This is an optimization exercise on Yosys and OpenROAD, whose aim is small area and a short achievable clock period, not a production implementation.
Only simulation tests tie the RTL to the original design; equivalence was not proved.
Power figures rest on the tool's default switching activity, not on a simulated workload.

==> design/flow/design.v <==
package ecg_pkg;
	localparam int ECG_WIDTH         = 50;	 
	localparam int SIZE_WIDTH        = 6;	 
	localparam int SAMPLES_PER_GROUP = 4;	 
	localparam int MAX_STUFFING      = 17;	 
	localparam int MAX_SIGN_BITS     = 12;	 
	typedef logic [3:0] bits_req_t;
	typedef logic [1:0] ecg_idx_t;
	localparam bits_req_t CPEC_MIN_BITS = 4'd3;	 
	localparam bits_req_t MAX_BITS_REQ  = 4'd9;	 
	localparam ecg_idx_t  LAST_ECG_IDX  = 2'd3;	 
	typedef logic [ECG_WIDTH-1:0] ecg_word_t;
	typedef logic [SIZE_WIDTH-1:0] ecg_size_t;
	typedef logic [SAMPLES_PER_GROUP*MAX_BITS_REQ-1:0] cpec_code_t;
	typedef logic [$clog2(SAMPLES_PER_GROUP*MAX_BITS_REQ+1)-1:0] cpec_size_t;
	typedef logic [6:0] vec_prefix_t;
	typedef logic [4:0] vec_suffix_t;
	typedef logic [2:0] vec_len_t;	 
	typedef logic [MAX_SIGN_BITS-1:0] sign_bits_t;
	typedef logic [$clog2(MAX_SIGN_BITS+1)-1:0] sign_size_t;
	typedef logic [$clog2(MAX_STUFFING+1)-1:0] stuffing_size_t;
	function automatic ecg_word_t place_field(input ecg_word_t value, input ecg_size_t len,
		input ecg_size_t offset);
		ecg_word_t keep;
		ecg_word_t placed;
		keep = ~({ECG_WIDTH{1'b1}} << len);	 
		placed = (value & keep) << (ECG_WIDTH - len);
		placed = placed >> offset;
		place_field = placed;
	endfunction
endpackage
`timescale 1ns/10ps
module ecg_data_packer
(
	input  logic                   data_active,		 
	input  logic                   group_skip,		 
	input  ecg_pkg::bits_req_t     bits_req,
	input  ecg_pkg::cpec_code_t    cpec_code,
	input  ecg_pkg::cpec_size_t    cpec_size,
	input  ecg_pkg::vec_prefix_t   vec_prefix,
	input  ecg_pkg::vec_len_t      vec_prefix_size,
	input  ecg_pkg::vec_suffix_t   vec_suffix,
	input  ecg_pkg::vec_len_t      vec_suffix_size,
	output ecg_pkg::ecg_word_t     data_part,
	output ecg_pkg::ecg_size_t     data_size
);
	logic      is_cpec;		 
	logic      is_vec;		 
	ecg_pkg::ecg_size_t head_len;		 
	ecg_pkg::ecg_size_t suffix_offset;	 
	ecg_pkg::ecg_word_t unary_code;		 
	ecg_pkg::ecg_word_t unary_field;
	ecg_pkg::ecg_word_t cpec_field;
	ecg_pkg::ecg_word_t prefix_field;
	ecg_pkg::ecg_word_t suffix_field;
	assign is_cpec = (bits_req >= ecg_pkg::CPEC_MIN_BITS) && (bits_req <= ecg_pkg::MAX_BITS_REQ);
	assign is_vec  = (bits_req != '0) && (bits_req < ecg_pkg::CPEC_MIN_BITS);
	assign head_len      = ecg_pkg::ecg_size_t'(bits_req) + ecg_pkg::ecg_size_t'(1);
	assign suffix_offset = head_len + ecg_pkg::ecg_size_t'(vec_prefix_size);
	assign unary_code = (ecg_pkg::ecg_word_t'(1) << bits_req) - ecg_pkg::ecg_word_t'(2);
	assign unary_field = ecg_pkg::place_field(unary_code, ecg_pkg::ecg_size_t'(bits_req), ecg_pkg::ecg_size_t'(1));
	assign cpec_field   = ecg_pkg::place_field(ecg_pkg::ecg_word_t'(cpec_code), ecg_pkg::ecg_size_t'(cpec_size), head_len);
	assign prefix_field = ecg_pkg::place_field(ecg_pkg::ecg_word_t'(vec_prefix), ecg_pkg::ecg_size_t'(vec_prefix_size),
		head_len);
	assign suffix_field = ecg_pkg::place_field(ecg_pkg::ecg_word_t'(vec_suffix), ecg_pkg::ecg_size_t'(vec_suffix_size),
		suffix_offset);	 
	always_comb
	begin
		data_part = '0;	 
		data_size = '0;
		if (data_active)
		begin
			if (group_skip)
			begin
				data_part[ecg_pkg::ECG_WIDTH-1] = 1'b1;
				data_size = ecg_pkg::ecg_size_t'(1);
			end
			else if (is_cpec)
			begin
				data_part = unary_field | cpec_field;	 
				data_size = head_len + ecg_pkg::ecg_size_t'(cpec_size);
			end
			else if (is_vec)
			begin
				data_part = unary_field | prefix_field | suffix_field;
				data_size = suffix_offset + ecg_pkg::ecg_size_t'(vec_suffix_size);
			end
		end
	end
endmodule
`timescale 1ns/10ps
module ecg_tail_packer
(
	input  ecg_pkg::ecg_idx_t        ecg_idx,		 
	input  logic                     component_skip,
	input  logic                     underflow_prevention,
	input  ecg_pkg::stuffing_size_t  stuffing_size,
	input  ecg_pkg::sign_bits_t      sign_bits,
	input  ecg_pkg::sign_size_t      sign_bits_size,
	input  ecg_pkg::ecg_size_t       data_size,		 
	output ecg_pkg::ecg_word_t       stuffing_part,
	output ecg_pkg::ecg_size_t       stuffing_len,
	output ecg_pkg::ecg_word_t       sign_part,
	output ecg_pkg::ecg_size_t       sign_len
);
	logic      stuffing_on;
	logic      sign_on;
	ecg_pkg::ecg_size_t sign_offset;
	assign stuffing_on = (ecg_idx != '0) && underflow_prevention;
	assign sign_on = (ecg_idx == ecg_pkg::LAST_ECG_IDX) && !component_skip;
	assign stuffing_len = stuffing_on ? ecg_pkg::ecg_size_t'(stuffing_size) : '0;
	assign sign_len     = sign_on ? ecg_pkg::ecg_size_t'(sign_bits_size) : '0;
	assign stuffing_part = ecg_pkg::place_field({ecg_pkg::ECG_WIDTH{1'b1}}, stuffing_len, data_size);
	assign sign_offset = data_size + stuffing_len;	 
	assign sign_part = ecg_pkg::place_field(ecg_pkg::ecg_word_t'(sign_bits), sign_len, sign_offset);
endmodule
`timescale 1ns/10ps
module ecg_output_stage
(
	input  logic                clk,
	input  logic                rst_n,
	input  logic                in_valid,		 
	input  ecg_pkg::ecg_word_t  data_part,
	input  ecg_pkg::ecg_word_t  stuffing_part,
	input  ecg_pkg::ecg_word_t  sign_part,
	input  ecg_pkg::ecg_size_t  data_size,
	input  ecg_pkg::ecg_size_t  stuffing_len,
	input  ecg_pkg::ecg_size_t  sign_len,
	output ecg_pkg::ecg_word_t  encoded_ecg,
	output ecg_pkg::ecg_size_t  ecg_size,
	output logic                ecg_valid
);
	ecg_pkg::ecg_word_t merged_word;
	ecg_pkg::ecg_size_t total_size;
	assign merged_word = data_part | stuffing_part | sign_part;
	assign total_size  = data_size + stuffing_len + sign_len;
	always_ff @(posedge clk or negedge rst_n)
	begin
		if (!rst_n)
		begin
			encoded_ecg <= '0;
			ecg_size    <= '0;
			ecg_valid   <= 1'b0;
		end
		else
		begin
			ecg_valid <= in_valid;	 
			if (in_valid)
			begin
				encoded_ecg <= merged_word;
				ecg_size    <= total_size;
			end
		end
	end
endmodule
`timescale 1ns/10ps
module ecg_encoder_top
(
	input  logic                     clk,
	input  logic                     rst_n,
	input  logic                     in_valid,		 
	input  logic                     data_active,
	input  logic                     group_skip,
	input  ecg_pkg::bits_req_t       bits_req,
	input  ecg_pkg::cpec_code_t      cpec_code,
	input  ecg_pkg::cpec_size_t      cpec_size,
	input  ecg_pkg::vec_prefix_t     vec_prefix,
	input  ecg_pkg::vec_len_t        vec_prefix_size,
	input  ecg_pkg::vec_suffix_t     vec_suffix,
	input  ecg_pkg::vec_len_t        vec_suffix_size,
	input  ecg_pkg::ecg_idx_t        ecg_idx,
	input  logic                     component_skip,
	input  logic                     underflow_prevention,
	input  ecg_pkg::stuffing_size_t  stuffing_size,
	input  ecg_pkg::sign_bits_t      sign_bits,
	input  ecg_pkg::sign_size_t      sign_bits_size,
	output ecg_pkg::ecg_word_t       encoded_ecg,
	output ecg_pkg::ecg_size_t       ecg_size,
	output logic                     ecg_valid
);
	ecg_pkg::ecg_word_t data_part;
	ecg_pkg::ecg_size_t data_size;		 
	ecg_pkg::ecg_word_t stuffing_part;
	ecg_pkg::ecg_size_t stuffing_len;
	ecg_pkg::ecg_word_t sign_part;
	ecg_pkg::ecg_size_t sign_len;
	ecg_data_packer u_data_packer
	(
		.data_active     (data_active),
		.group_skip      (group_skip),
		.bits_req        (bits_req),
		.cpec_code       (cpec_code),
		.cpec_size       (cpec_size),
		.vec_prefix      (vec_prefix),
		.vec_prefix_size (vec_prefix_size),
		.vec_suffix      (vec_suffix),
		.vec_suffix_size (vec_suffix_size),
		.data_part       (data_part),
		.data_size       (data_size)
	);
	ecg_tail_packer u_tail_packer
	(
		.ecg_idx              (ecg_idx),
		.component_skip       (component_skip),
		.underflow_prevention (underflow_prevention),
		.stuffing_size        (stuffing_size),
		.sign_bits            (sign_bits),
		.sign_bits_size       (sign_bits_size),
		.data_size            (data_size),
		.stuffing_part        (stuffing_part),
		.stuffing_len         (stuffing_len),
		.sign_part            (sign_part),
		.sign_len             (sign_len)
	);
	ecg_output_stage u_output_stage
	(
		.clk           (clk),
		.rst_n         (rst_n),
		.in_valid      (in_valid),
		.data_part     (data_part),
		.stuffing_part (stuffing_part),
		.sign_part     (sign_part),
		.data_size     (data_size),
		.stuffing_len  (stuffing_len),
		.sign_len      (sign_len),
		.encoded_ecg   (encoded_ecg),
		.ecg_size      (ecg_size),
		.ecg_valid     (ecg_valid)
	);
endmodule
==> design/flow/run.sh <==
#!/bin/bash
# synth_recipe.tcl (not shown) runs the flow's synth.tcl, then flattens the netlist and writes it again
# the make line also repeats each setting of config.mk as NAME=value (left out here)
make -C /OpenROAD-flow-scripts/flow DESIGN_CONFIG=/design/flow/config.mk WORK_HOME=/design/flow/orfs CLKGATE_MAP_FILE= SYNTH_SCRIPT=/design/flow/synth_recipe.tcl finish
==> design/flow/config.mk <==
export PLATFORM = sky130hd
export DESIGN_NAME = ecg_encoder_top
export DESIGN_NICKNAME = ecg_encoder_top
export VERILOG_FILES = /design/flow/design.v
export SDC_FILE = /design/flow/constraint.sdc
export NUM_CORES = 4
export LEC_CHECK = 0
export CAP_MARGIN = 20
export CORE_MARGIN = 2
export CORE_UTILIZATION = 40
export SLEW_MARGIN = 20
==> design/flow/constraint.sdc <==
create_clock -name core_clock -period 6.5 [get_ports {clk}]
set_input_delay 1.3000 -clock core_clock [delete_from_list [all_inputs] [get_ports {clk}]]
set_output_delay 1.3000 -clock core_clock [all_outputs]
set_load 0.01 [all_outputs]
==> out/qor.txt <==
outcome -> no timing/DRC/antenna violations
core area -> 58,800 sq um
Setup crit start kind -> input pin
clk latency of the worst-skew pair -> 0.34 ns
met3 routed WL -> 18.6 mm
CP most frequent cell -> ha_1
Hold Path Class -> flip-flop to flip-flop
post-layout min period -> 6.35 ns
largest net degree at the start of global routing -> 64
commonest non-fill, non-tap cells in the layout -> nand2_1 (375), nor2_1 (373), buf_4 (312)
clock slew at reported path FFs -> 0.07 ns
Post-synth EDFFs -> 0
switching part of the total power -> 56.6%
placed instance area -> 27,400 sq um
largest family of logic cells by synthesized area -> compound AO/OA/AOI/OAI gates
max layer used -> met5
setup TNS -> 0 ns
Final Setup Violations -> 0
dpl ws -> 0.0131 ns
WP data arrival -> 6.58 ns
slowest stage cell, crit path -> a2111oi_0
Largest stage delay, worst path -> 0.71 ns
YS warnings -> 3
CP endpoint kind -> flip-flop
Worst Setup Path Type -> input pin to flip-flop
asr flop ratio synth -> 100%
worst-path cell chain -> buf_2 > ha_1 > inv_1 > ha_1 > ha_1 > nor2b_1 > or2_2 > a32o_1 > a221oi_1 > buf_4 > o21a_1 > clkinv_1 > ha_2 > nand2_1 > o21ai_4 > xnor2_2 > nor2_2 > nand3_1 > o221ai_1 > a2111oi_0 > and3_1 > a31oi_1
I/O pin cnt -> 151
gpl congestion -> 1.12
Die Width -> 247 microns
Netlist cell types -> 127
Longest Clk Path Bufs -> 2
initial drt markers -> 6,091
Syn-to-layout area delta -> 16.9%
sequential area share after synthesis -> 6.02%
total gr overflow -> 0
simple-gate share of the synthesized area -> 28.1%
Final Cell Area -> 27,700 sq um
first-pass GRT wire length -> 204 mm
Clock Skews -> 0 ns
Post-Route WL -> 139 mm
max cap viols -> 0
Max Freq -> 158 MHz
Hold-fix buffers, CTS -> 0
met2 WL -> 57.6 mm
share of total power in the clock network -> 12.5%
die height -> 247 microns
reg2reg start -> u_output_stage.encoded_ecg[26]$_DFFE_PN0P_
worst path required time -> 6.73 ns
dpl hpwl -> 109 mm
H-tree levels -> 3
drt drc -> 0
DR WL/cell -> 30.6 microns
area fraction in compound gates after synthesis -> 47.9%
Post-Syn Area -> 23,700 sq um
CTS resizes -> 0
synthesized flop and latch total -> 57
RSZ-0062 raised after global routing -> no
pwr dens -> 159 nW/um^2
# rows -> 89
gr usage total -> 43.5%
Rel. slew slack -> 21.8%
CTS tree -> yes
mean area per synthesized cell -> 6.57 sq um
most common cell after layout, fill and taps aside -> nand2_1
post-synthesis xor/xnor area fraction -> 1.10%
Final Hold Fails -> 0
Lkg Pwr -> 0.00996 uW
HP Start -> u_output_stage.ecg_size[0]$_DFFE_PN0P_
NumNets Final -> 3,914
TritonRoute pass-1 iters -> 10
routed vias/inst -> 7.47
final period utilization -> 97.7%
Post-Synth Adder-Cell Area -> 3.06%
worst-path fanout max -> 5
Primary FF master, synth -> dfrtp_1
Gate Count Post-Synth -> 3,605
share of cells above drive strength 1 -> 15.0%
mux contribution to synthesized area -> 6.18%
initial antenna violation count -> 7
PortBufs -> 150
via count -> 34.0k
initial core utilization -> 40.3%
final slew viol count -> 0
register area -> 1430 sq um
internal power -> 1920 uW
Worst R2R Path Depth -> 6
Fillers -> 6,196
Layout Utilization -> 47.1%
postcts setup bufs -> 0
Clock Root Buffer -> clkbuf_16
worst slew pin tran -> 1.17 ns
Syn Nets -> 3,754
Gate power share -> 75.6%
CP Launch Point -> bits_req[1]
Final WS setup -> 0.153 ns
peak supply drop -> 0.132 mV
vias in the first global route -> 30.3k
Sink Count -> 57
Multi-input gate area -> 20,700 sq um
Sequential Power Share -> 11.9%
worst hold path cell count -> 1
Switch Pwr -> 2500 uW
met1 wire length -> 55.5 mm
die footprint -> 61,200 sq um
CTS Buf Count -> 9
antenna-violating nets left -> 0
[cell families after synthesis]
group,count (synthesis)
xor+xnor,28
flops,57
simple gates,1379
buf+inv,402
fa+ha+maj,55
mux,131
compound gates,1553
[synthesized netlist by cell type, types with 24 or more instances]
cell       number  area (sq um)
o211a_1        26           260
a31oi_1        80           500
o32ai_1        42           368
nor2b_1        28           175
mux2i_1        80           801
a21o_1         45           338
nor3_1        143           716
o211ai_1       74           556
nor2_1        374          1400
a221oi_1       44           385
buf_4          24           180
mux2_2         43           484
nand3_1       138           691
dfrtp_1        57          1430
inv_1          62           233
nand2b_1       51           319
o21ai_1        25           125
a2bb2oi_1      24           210
o21ai_0       230          1150
ha_1           50           626
and2_1         35           219
a22oi_1        35           263
o221ai_1       59           517
a21oi_1       259          1300
buf_2          68           340
a211oi_1       85           638
nand2_1       376          1410
nand4_1        28           175
o21a_1         39           293
o22ai_1        76           475
o2111ai_1      25           219
buf_1          27           101
o31ai_1        42           315
clkbuf_1      183           687
nor4_1         42           263
[worst paths after layout]
path / to / slack, ns
hold / removal: u_output_stage.ecg_size[0]$_DFFE_PN0P_ / 0.51
max in group asynchronous: u_output_stage.encoded_ecg[35]$_DFFE_PN0P_ / 4.76
min in group asynchronous: u_output_stage.ecg_size[3]$_DFFE_PN0P_ / 1.12
setup / recovery: u_output_stage.encoded_ecg[1]$_DFFE_PN0P_ / 0.15
setup reg to reg: u_output_stage.encoded_ecg[26]$_DFFE_PN0P_ / 4.54
hold reg to reg: u_output_stage.ecg_size[0]$_DFFE_PN0P_ / 0.51
[per-layer routing]
metal	vias to the layer above	GRT usage, %
met5	-	0
met4	6	17.4
met3	520	10.4
met2	2925	64.6
met1	16000	60.0
li1	14600	-
[power groups by stage]
stage | combinational, uW | clock [uW] | sequential (uW)
6_report | 3340 | 554 | 524
5_1_grt | 3460 | 568 | 525
4_1_cts | 3180 | 553 | 519
3_5_place_dp | 3160 | 0 | 523
3_3_place_gp | 3200 | 0 | 525
2_1_floorplan | 1870 | 0 | 501
[final cells by class]
type / instances / share of cell area [%]
clock inverter: 7 / 0.370
clock buffer: 9 / 0.813
sequential: 57 / 5.15
timing repair buffer: 467 / 14.1
inverter: 84 / 1.22
tap: 773 / 3.49
antenna: 4 / 0.0361
multi-input combinational: 3146 / 74.8
[state kept, by name, summed over array words and instances (netlist names)]
| signal | flops |
|---|---|
| u_output_stage.ecg_size | 6 |
| u_output_stage.ecg_valid | 1 |
| u_output_stage.encoded_ecg | 50 |
[worst max-delay path: cells and delay by family]
family	cells	cell delay, ns
AO/OA/AOI/OAI	7	2.12
adder cells (fa/ha/maj)	4	1.28
AND/OR/NAND/NOR	6	1.12
buffers and inverters	4	0.58
XOR/XNOR	1	0.17
[through the flow]
stage          hold slack, ns  std cells  power (uW)
6_report                0.509       4547        4410
5_1_grt                 0.527       4544        4560
4_1_cts                 0.511       4543        4250
3_5_place_dp            0.495       4527        3680
3_3_place_gp            0.502       4527        3730
2_1_floorplan           0.516       3605        2370

==> afterwards: timing with drivers on the ports <==
In the flow no input, the clock included, has a driving cell. The finished layout below was timed again as built, in two steps.
Step 1, drivers: a clkbuf_16 drives clk and a buf_2 each remaining input, both assumed.
Step 2 adds t to the input delays and takes it off the output delays; t is the mean of the earliest and latest rising clock arrival at the registers after step 1. Input paths then give back, and output paths get back, about the clock's delay inside the block.
Three values: no drivers, after step 1, after step 2; two values: the first two.
shift t [ns]: 0.393
setup WS [ns]: 0.153 / 0.174 / -0.219
hold slack, ns: 0.509 / 0.509 / 0.509
With both steps, setup timing fails in this run, where it was met with ideal ports. For this run, drivers alone change the setup slack by +0.021 ns; drivers and shift together by -0.372 ns.
